What follows belongs to an exercise in optimizing a design on an open flow for small area, a short achievable clock period and few clock cycles; a production flow would make more cautious choices. Function was checked by simulation only, so behaviour that the tests miss may differ from the original. Power and IR drop assume default switching activity.

==> trial 94 <==
==> flow/design.v <==
package mipsPkg;
  localparam int dataWidth    = 32;
  localparam int regAddrWidth = 5;
  typedef logic [dataWidth-1:0]    word_t;
  typedef logic [regAddrWidth-1:0] regAddr_t;
  localparam logic [5:0] OP_RTYPE = 6'b000000;
  localparam logic [5:0] OP_J     = 6'b000010;
  localparam logic [5:0] OP_BEQ   = 6'b000100;
  localparam logic [5:0] OP_BNE   = 6'b000101;
  localparam logic [5:0] OP_ADDIU = 6'b001001;
  localparam logic [5:0] OP_SLTI  = 6'b001010;
  localparam logic [5:0] OP_ANDI  = 6'b001100;
  localparam logic [5:0] OP_ORI   = 6'b001101;
  localparam logic [5:0] OP_LW    = 6'b100011;
  localparam logic [5:0] OP_SW    = 6'b101011;
  localparam logic [5:0] FN_ADDU  = 6'b100001;
  localparam logic [5:0] FN_AND   = 6'b100100;
  localparam logic [5:0] FN_OR    = 6'b100101;
endpackage
`timescale 1ns/1ps
module mipsRegFile (
  input  logic        clk,
  input  logic [4:0]  raddrA,
  input  logic [4:0]  raddrB,
  input  logic [4:0]  waddr,
  input  logic [31:0] wdata,
  input  logic        wen,
  output logic [31:0] rdataA,
  output logic [31:0] rdataB
);
  logic [31:0] regs [32];
  always_ff @(posedge clk) begin
    if (wen && waddr != '0) begin
      regs[waddr] <= wdata;
    end
  end
  always_comb begin
    rdataA = '0;
    rdataB = '0;
    for (int k = 1; k < 32; k++) begin
      rdataA = rdataA | (regs[k] & {32{raddrA == 5'(k)}});
      rdataB = rdataB | (regs[k] & {32{raddrB == 5'(k)}});
    end
  end
endmodule
`timescale 1ns/1ps
module mipsCpuTop (
  input  logic        clk,
  input  logic        rstN,
  output logic [31:0] memAddress,
  output logic        memRead,
  output logic        memWrite,
  output logic [31:0] memWriteData,
  input  logic [31:0] readData,
  input  logic        waitRequest,
  output logic        active
);
  localparam logic [31:2] RESET_PC = 30'h0000_0040;    
  logic [31:2] pc;          
  logic [31:0] ir;          
  logic        irValid;
  logic [31:0] opA;         
  logic [31:0] opB;         
  logic [31:2] altPc;       
  logic        mPending;    
  logic        mLoad;
  logic [31:0] mAddr;
  logic [31:0] mData;       
  logic [4:0]  mRt;         
  logic [5:0]  fOp;
  logic [15:0] fImm;
  logic        fIsBr;
  logic        fIsJ;
  logic        fPredT;
  logic [31:2] pc4;
  logic [31:2] fTarget;
  logic [31:2] fNext;
  logic [31:2] fAlt;
  logic        fetchReq;
  logic        fetchDone;
  logic [31:0] rfA;
  logic [31:0] rfB;
  assign fOp     = readData[31:26];
  assign fImm    = readData[15:0];
  assign fIsBr   = (fOp == mipsPkg::OP_BEQ) || (fOp == mipsPkg::OP_BNE);
  assign fIsJ    = (fOp == mipsPkg::OP_J);
  assign fPredT  = fIsBr && fImm[15];
  assign pc4     = pc + 30'd1;
  assign fTarget = pc4 + {{14{fImm[15]}}, fImm};
  assign fNext   = fIsJ ? {pc4[31:28], readData[25:0]} : (fPredT ? fTarget : pc4);
  assign fAlt    = fPredT ? pc4 : fTarget;
  logic [5:0]  op;
  logic [5:0]  funct;
  logic        eValid;
  logic        isR, isAddu, isAnd, isOr;
  logic        isAddiu, isSlti, isAndi, isOri, isLw, isSw, isBeq, isBne;
  logic        writesReg;
  logic [31:0] immS;
  logic [31:0] opBi;
  logic [31:0] sum;
  logic        lessThan;
  logic [31:0] aluRes;
  logic        taken;
  logic        mispredict;
  logic        startMem;
  logic [4:0]  eWaddr;
  logic        eWen;
  assign op     = ir[31:26];
  assign funct  = ir[5:0];
  assign eValid = irValid && !mPending;
  assign isR     = (op == mipsPkg::OP_RTYPE);
  assign isAddu  = isR && (funct == mipsPkg::FN_ADDU);
  assign isAnd   = isR && (funct == mipsPkg::FN_AND);
  assign isOr    = isR && (funct == mipsPkg::FN_OR);
  assign isAddiu = (op == mipsPkg::OP_ADDIU);
  assign isSlti  = (op == mipsPkg::OP_SLTI);
  assign isAndi  = (op == mipsPkg::OP_ANDI);
  assign isOri   = (op == mipsPkg::OP_ORI);
  assign isLw    = (op == mipsPkg::OP_LW);
  assign isSw    = (op == mipsPkg::OP_SW);
  assign isBeq   = (op == mipsPkg::OP_BEQ);
  assign isBne   = (op == mipsPkg::OP_BNE);
  assign writesReg = isAddu || isAnd || isOr || isAddiu || isSlti || isAndi || isOri;
  assign immS = {{16{ir[15]}}, ir[15:0]};
  assign opBi = isR ? opB : ((isAndi || isOri) ? {16'h0000, ir[15:0]} : immS);
  assign sum  = opA + opBi;
  assign lessThan = $signed(opA) < $signed(immS);
  always_comb begin
    if (isAnd || isAndi)     aluRes = opA & opBi;
    else if (isOr || isOri)  aluRes = opA | opBi;
    else if (isSlti)         aluRes = {31'd0, lessThan};
    else                     aluRes = sum;
  end
  assign taken      = (opA == opB) ^ isBne;
  assign mispredict = eValid && (isBeq || isBne) && (taken != ir[15]) && (ir[15:0] != 16'h0000);
  assign startMem   = eValid && (isLw || isSw);
  assign eWaddr     = isR ? ir[15:11] : ir[20:16];
  assign eWen       = eValid && writesReg && (eWaddr != 5'd0);
  logic mDone;
  assign fetchReq  = rstN && !mPending && (pc != '0);
  assign fetchDone = fetchReq && !waitRequest;
  assign mDone     = mPending && !waitRequest;
  assign memRead      = fetchReq || (rstN && mPending && mLoad);
  assign memWrite     = rstN && mPending && !mLoad;
  assign memAddress   = mPending ? mAddr : {pc, 2'b00};
  assign memWriteData = mData;
  assign active       = !((pc == '0) && !irValid && !mPending);
  logic        wen;
  logic [4:0]  waddr;
  logic [31:0] wdata;
  logic        ldWen;
  assign ldWen = mDone && mLoad;
  assign wen   = mPending ? ldWen : eWen;
  assign waddr = mPending ? mRt : eWaddr;
  assign wdata = mPending ? readData : aluRes;
  mipsRegFile u_regs (
    .clk    (clk),
    .raddrA (readData[25:21]),
    .raddrB (readData[20:16]),
    .waddr  (waddr),
    .wdata  (wdata),
    .wen    (wen),
    .rdataA (rfA),
    .rdataB (rfB)
  );
  always_ff @(posedge clk) begin
    if (!rstN) begin
      pc       <= RESET_PC;
      irValid  <= 1'b0;
      mPending <= 1'b0;
    end else begin
      if (mispredict) begin
        pc      <= altPc;
        irValid <= 1'b0;
      end else if (fetchDone) begin
        pc      <= fNext;
        irValid <= 1'b1;
      end else if (eValid) begin
        irValid <= 1'b0;
      end
      if (startMem) begin
        mPending <= 1'b1;
      end else if (mDone) begin
        mPending <= 1'b0;
      end
    end
  end
  always_ff @(posedge clk) begin
    if (fetchDone && !mispredict) begin
      ir    <= readData;
      altPc <= fAlt;
      opA   <= (eWen && eWaddr == readData[25:21]) ? aluRes : rfA;
      opB   <= (eWen && eWaddr == readData[20:16]) ? aluRes : rfB;
    end else if (ldWen && mRt != 5'd0) begin
      if (mRt == ir[25:21]) opA <= readData;
      if (mRt == ir[20:16]) opB <= readData;
    end
    if (startMem) begin
      mLoad <= isLw;
      mAddr <= sum;
      mData <= opB;
      mRt   <= ir[20:16];
    end
  end
endmodule
==> flow/run.sh <==
#!/bin/bash
# synth_recipe.tcl (not shown) runs the flow's synth.tcl, then flattens the netlist and writes it again
# the make line also repeats each setting of config.mk as NAME=value (left out here)
make -C /OpenROAD-flow-scripts/flow DESIGN_CONFIG=/design/flow/config.mk WORK_HOME=/design/flow/orfs CLKGATE_MAP_FILE= SYNTH_SCRIPT=/design/flow/synth_recipe.tcl finish
==> flow/config.mk <==
export PLATFORM = sky130hd
export DESIGN_NAME = mipsCpuTop
export DESIGN_NICKNAME = mipsCpuTop
export VERILOG_FILES = /design/flow/design.v
export SDC_FILE = /design/flow/constraint.sdc
export NUM_CORES = 4
export LEC_CHECK = 0
export CAP_MARGIN = 20
export CORE_MARGIN = 2
export CORE_UTILIZATION = 40
export SETUP_SLACK_MARGIN = 5
export SLEW_MARGIN = 20
==> flow/constraint.sdc <==
create_clock -name core_clock -period 10.0 [get_ports {clk}]
set_input_delay 2.0000 -clock core_clock [delete_from_list [all_inputs] [get_ports {clk}]]
set_output_delay 2.0000 -clock core_clock [all_outputs]
set_load 0.01 [all_outputs]
==> trial 57: changes against trial 94 <==
==> flow/design.v, changed modules only <==
module mipsRegFile (
  input  logic        clk,
  input  logic [4:0]  raddrA,
  input  logic [4:0]  raddrB,
  input  logic [4:0]  waddr,
  input  logic [31:0] wdata,
  input  logic        wen,
  output logic [31:0] rdataA,
  output logic [31:0] rdataB
);
  logic [31:0] regs [32];
  always_ff @(posedge clk) begin
    if (wen && waddr != '0) begin
      regs[waddr] <= wdata;
    end
  end
  assign rdataA = (raddrA == '0) ? '0 : regs[raddrA];
  assign rdataB = (raddrB == '0) ? '0 : regs[raddrB];
endmodule
module mipsCpuTop (
  input  logic        clk,
  input  logic        rstN,
  output logic [31:0] memAddress,
  output logic        memRead,
  output logic        memWrite,
  output logic [31:0] memWriteData,
  input  logic [31:0] readData,
  input  logic        waitRequest,
  output logic        active
);
  localparam logic [31:2] RESET_PC = 30'h0000_0040;    
  logic [31:2] pc;          
  logic [31:0] ir;          
  logic        irValid;
  logic [31:2] altPc;       
  logic        mPending;    
  logic        mLoad;
  logic [31:0] mAddr;
  logic [4:0]  rbAddr;      
  logic [5:0]  fOp;
  logic [15:0] fImm;
  logic        fIsBr;
  logic        fIsJ;
  logic        fPredT;
  logic [31:2] pc4;
  logic [31:2] fTarget;
  logic [31:2] fNext;
  logic [31:2] fAlt;
  logic        fetchReq;
  logic        fetchDone;
  assign fOp     = readData[31:26];
  assign fImm    = readData[15:0];
  assign fIsBr   = (fOp == mipsPkg::OP_BEQ) || (fOp == mipsPkg::OP_BNE);
  assign fIsJ    = (fOp == mipsPkg::OP_J);
  assign fPredT  = fIsBr && fImm[15];
  assign pc4     = pc + 30'd1;
  assign fTarget = pc4 + {{14{fImm[15]}}, fImm};
  assign fNext   = fIsJ ? {pc4[31:28], readData[25:0]} : (fPredT ? fTarget : pc4);
  assign fAlt    = fPredT ? pc4 : fTarget;
  logic [5:0]  op;
  logic [5:0]  funct;
  logic [31:0] a;
  logic [31:0] b;
  logic        eValid;
  logic        isR, isAddu, isAnd, isOr;
  logic        isAddiu, isSlti, isAndi, isOri, isLw, isSw, isBeq, isBne;
  logic        writesReg;
  logic [31:0] immS;
  logic [31:0] opB;
  logic [31:0] sum;
  logic        lessThan;
  logic [31:0] aluRes;
  logic        taken;
  logic        mispredict;
  logic        startMem;
  assign op     = ir[31:26];
  assign funct  = ir[5:0];
  assign eValid = irValid && !mPending;
  assign isR     = (op == mipsPkg::OP_RTYPE);
  assign isAddu  = isR && (funct == mipsPkg::FN_ADDU);
  assign isAnd   = isR && (funct == mipsPkg::FN_AND);
  assign isOr    = isR && (funct == mipsPkg::FN_OR);
  assign isAddiu = (op == mipsPkg::OP_ADDIU);
  assign isSlti  = (op == mipsPkg::OP_SLTI);
  assign isAndi  = (op == mipsPkg::OP_ANDI);
  assign isOri   = (op == mipsPkg::OP_ORI);
  assign isLw    = (op == mipsPkg::OP_LW);
  assign isSw    = (op == mipsPkg::OP_SW);
  assign isBeq   = (op == mipsPkg::OP_BEQ);
  assign isBne   = (op == mipsPkg::OP_BNE);
  assign writesReg = isAddu || isAnd || isOr || isAddiu || isSlti || isAndi || isOri;
  assign immS = {{16{ir[15]}}, ir[15:0]};
  assign opB  = isR ? b : ((isAndi || isOri) ? {16'h0000, ir[15:0]} : immS);
  assign sum  = a + opB;
  assign lessThan = $signed(a) < $signed(immS);
  always_comb begin
    if (isAnd || isAndi)     aluRes = a & opB;
    else if (isOr || isOri)  aluRes = a | opB;
    else if (isSlti)         aluRes = {31'd0, lessThan};
    else                     aluRes = sum;
  end
  assign taken      = (a == b) ^ isBne;
  assign mispredict = eValid && (isBeq || isBne) && (taken != ir[15]) && (ir[15:0] != 16'h0000);
  assign startMem   = eValid && (isLw || isSw);
  logic mDone;
  assign fetchReq  = rstN && !mPending && (pc != '0);
  assign fetchDone = fetchReq && !waitRequest;
  assign mDone     = mPending && !waitRequest;
  assign memRead      = fetchReq || (rstN && mPending && mLoad);
  assign memWrite     = rstN && mPending && !mLoad;
  assign memAddress   = mPending ? mAddr : {pc, 2'b00};
  assign active       = !((pc == '0) && !irValid && !mPending);
  logic        wen;
  logic [4:0]  waddr;
  logic [31:0] wdata;
  assign wen   = mPending ? (mLoad && !waitRequest) : (eValid && writesReg);
  assign waddr = mPending ? rbAddr : (isR ? ir[15:11] : ir[20:16]);
  assign wdata = mPending ? readData : aluRes;
  mipsRegFile u_regs (
    .clk    (clk),
    .raddrA (ir[25:21]),
    .raddrB (rbAddr),
    .waddr  (waddr),
    .wdata  (wdata),
    .wen    (wen),
    .rdataA (a),
    .rdataB (b)
  );
  assign memWriteData = b;
  always_ff @(posedge clk) begin
    if (!rstN) begin
      pc       <= RESET_PC;
      irValid  <= 1'b0;
      mPending <= 1'b0;
    end else begin
      if (mispredict) begin
        pc      <= altPc;
        irValid <= 1'b0;
      end else if (fetchDone) begin
        pc      <= fNext;
        irValid <= 1'b1;
      end else if (eValid) begin
        irValid <= 1'b0;
      end
      if (startMem) begin
        mPending <= 1'b1;
      end else if (mDone) begin
        mPending <= 1'b0;
      end
    end
  end
  always_ff @(posedge clk) begin
    if (fetchDone && !mispredict) begin
      ir    <= readData;
      altPc <= fAlt;
    end
    if (fetchDone && !mispredict && !startMem) begin
      rbAddr <= readData[20:16];
    end else if (mDone) begin
      rbAddr <= ir[20:16];
    end
    if (startMem) begin
      mLoad <= isLw;
      mAddr <= sum;
    end
  end
endmodule
SETUP_SLACK_MARGIN = unset   (was 5)
==> run notes <==
item                                                            trial 94     trial 57
Result of the run                       no timing/DRC/antenna violations  no timing/DRC/antenna violations
Clock Sink Count                                                    1220         1166
Maximum level of the CTS H-tree                                        4            3
Met3 track utilization from global routing                         0.184       0.0473
Capture endpoint of the worst hold path                            pc[2]       pc[27]
Final design instance area without fill                      67400 sq um  68500 sq um
Relative area of non-clock buffer cells in the final design       0.0420       0.0310
Tcrit/Tclk final                                                   0.515        0.701
Sequential fraction of total cell area                             0.539        0.506
Initial antenna violation count                                       12            7
RSZ-0062 raised after global routing                                 yes           no
Number of flip-flops and latches                                    1220         1166
Total instance count after detailed placement                       6279         5805
Internal portion of total power                                  9140 uW      9290 uW
Drt wl/cell                                                      42.3 um      32.8 um
Final-layout fill cell count                                       12.6k        12.9k
Final hold slack                                                0.494 ns     0.469 ns
Testbench counts of trial 94, summed over its fixed seeds: cycles 152,337.
Testbench counts of trial 57, summed over its fixed seeds: cycles 152,337.

-- re-timing with driven ports --
In the flow no input, the clock included, has a driving cell. The finished layouts below were timed again as built, in two steps.
Step 1: set_driving_cell puts a clkbuf_16 on clk and a buf_2 on each other input, an assumption about the parent block.
Step 2 adds t to the input delays and takes it off the output delays; t is the mean of the earliest and latest rising clock arrival at the registers after step 1. Input paths then give back, and output paths get back, about the clock's delay inside the block.
Slacks: no drivers / after step 1 / after step 2; pairs: no drivers / after step 1.
| run | t (ns) | setup WS [ns] | hold slack, ns | worst setup path after step 2 |
|---|---|---|---|---|
| trial 94 | 0.859 | 4.848 / 4.836 / 3.977 | 0.494 / 0.494 / 0.494 | input to register |
| trial 57 | 0.834 | 2.992 / 2.907 / 3.012 | 0.469 / 0.469 / 0.469 | register to register |
After both steps setup and hold are still met in every run listed. The setup slack of trial 94, which loses most, moves by -0.012 ns with the drivers and by -0.871 ns with both steps.
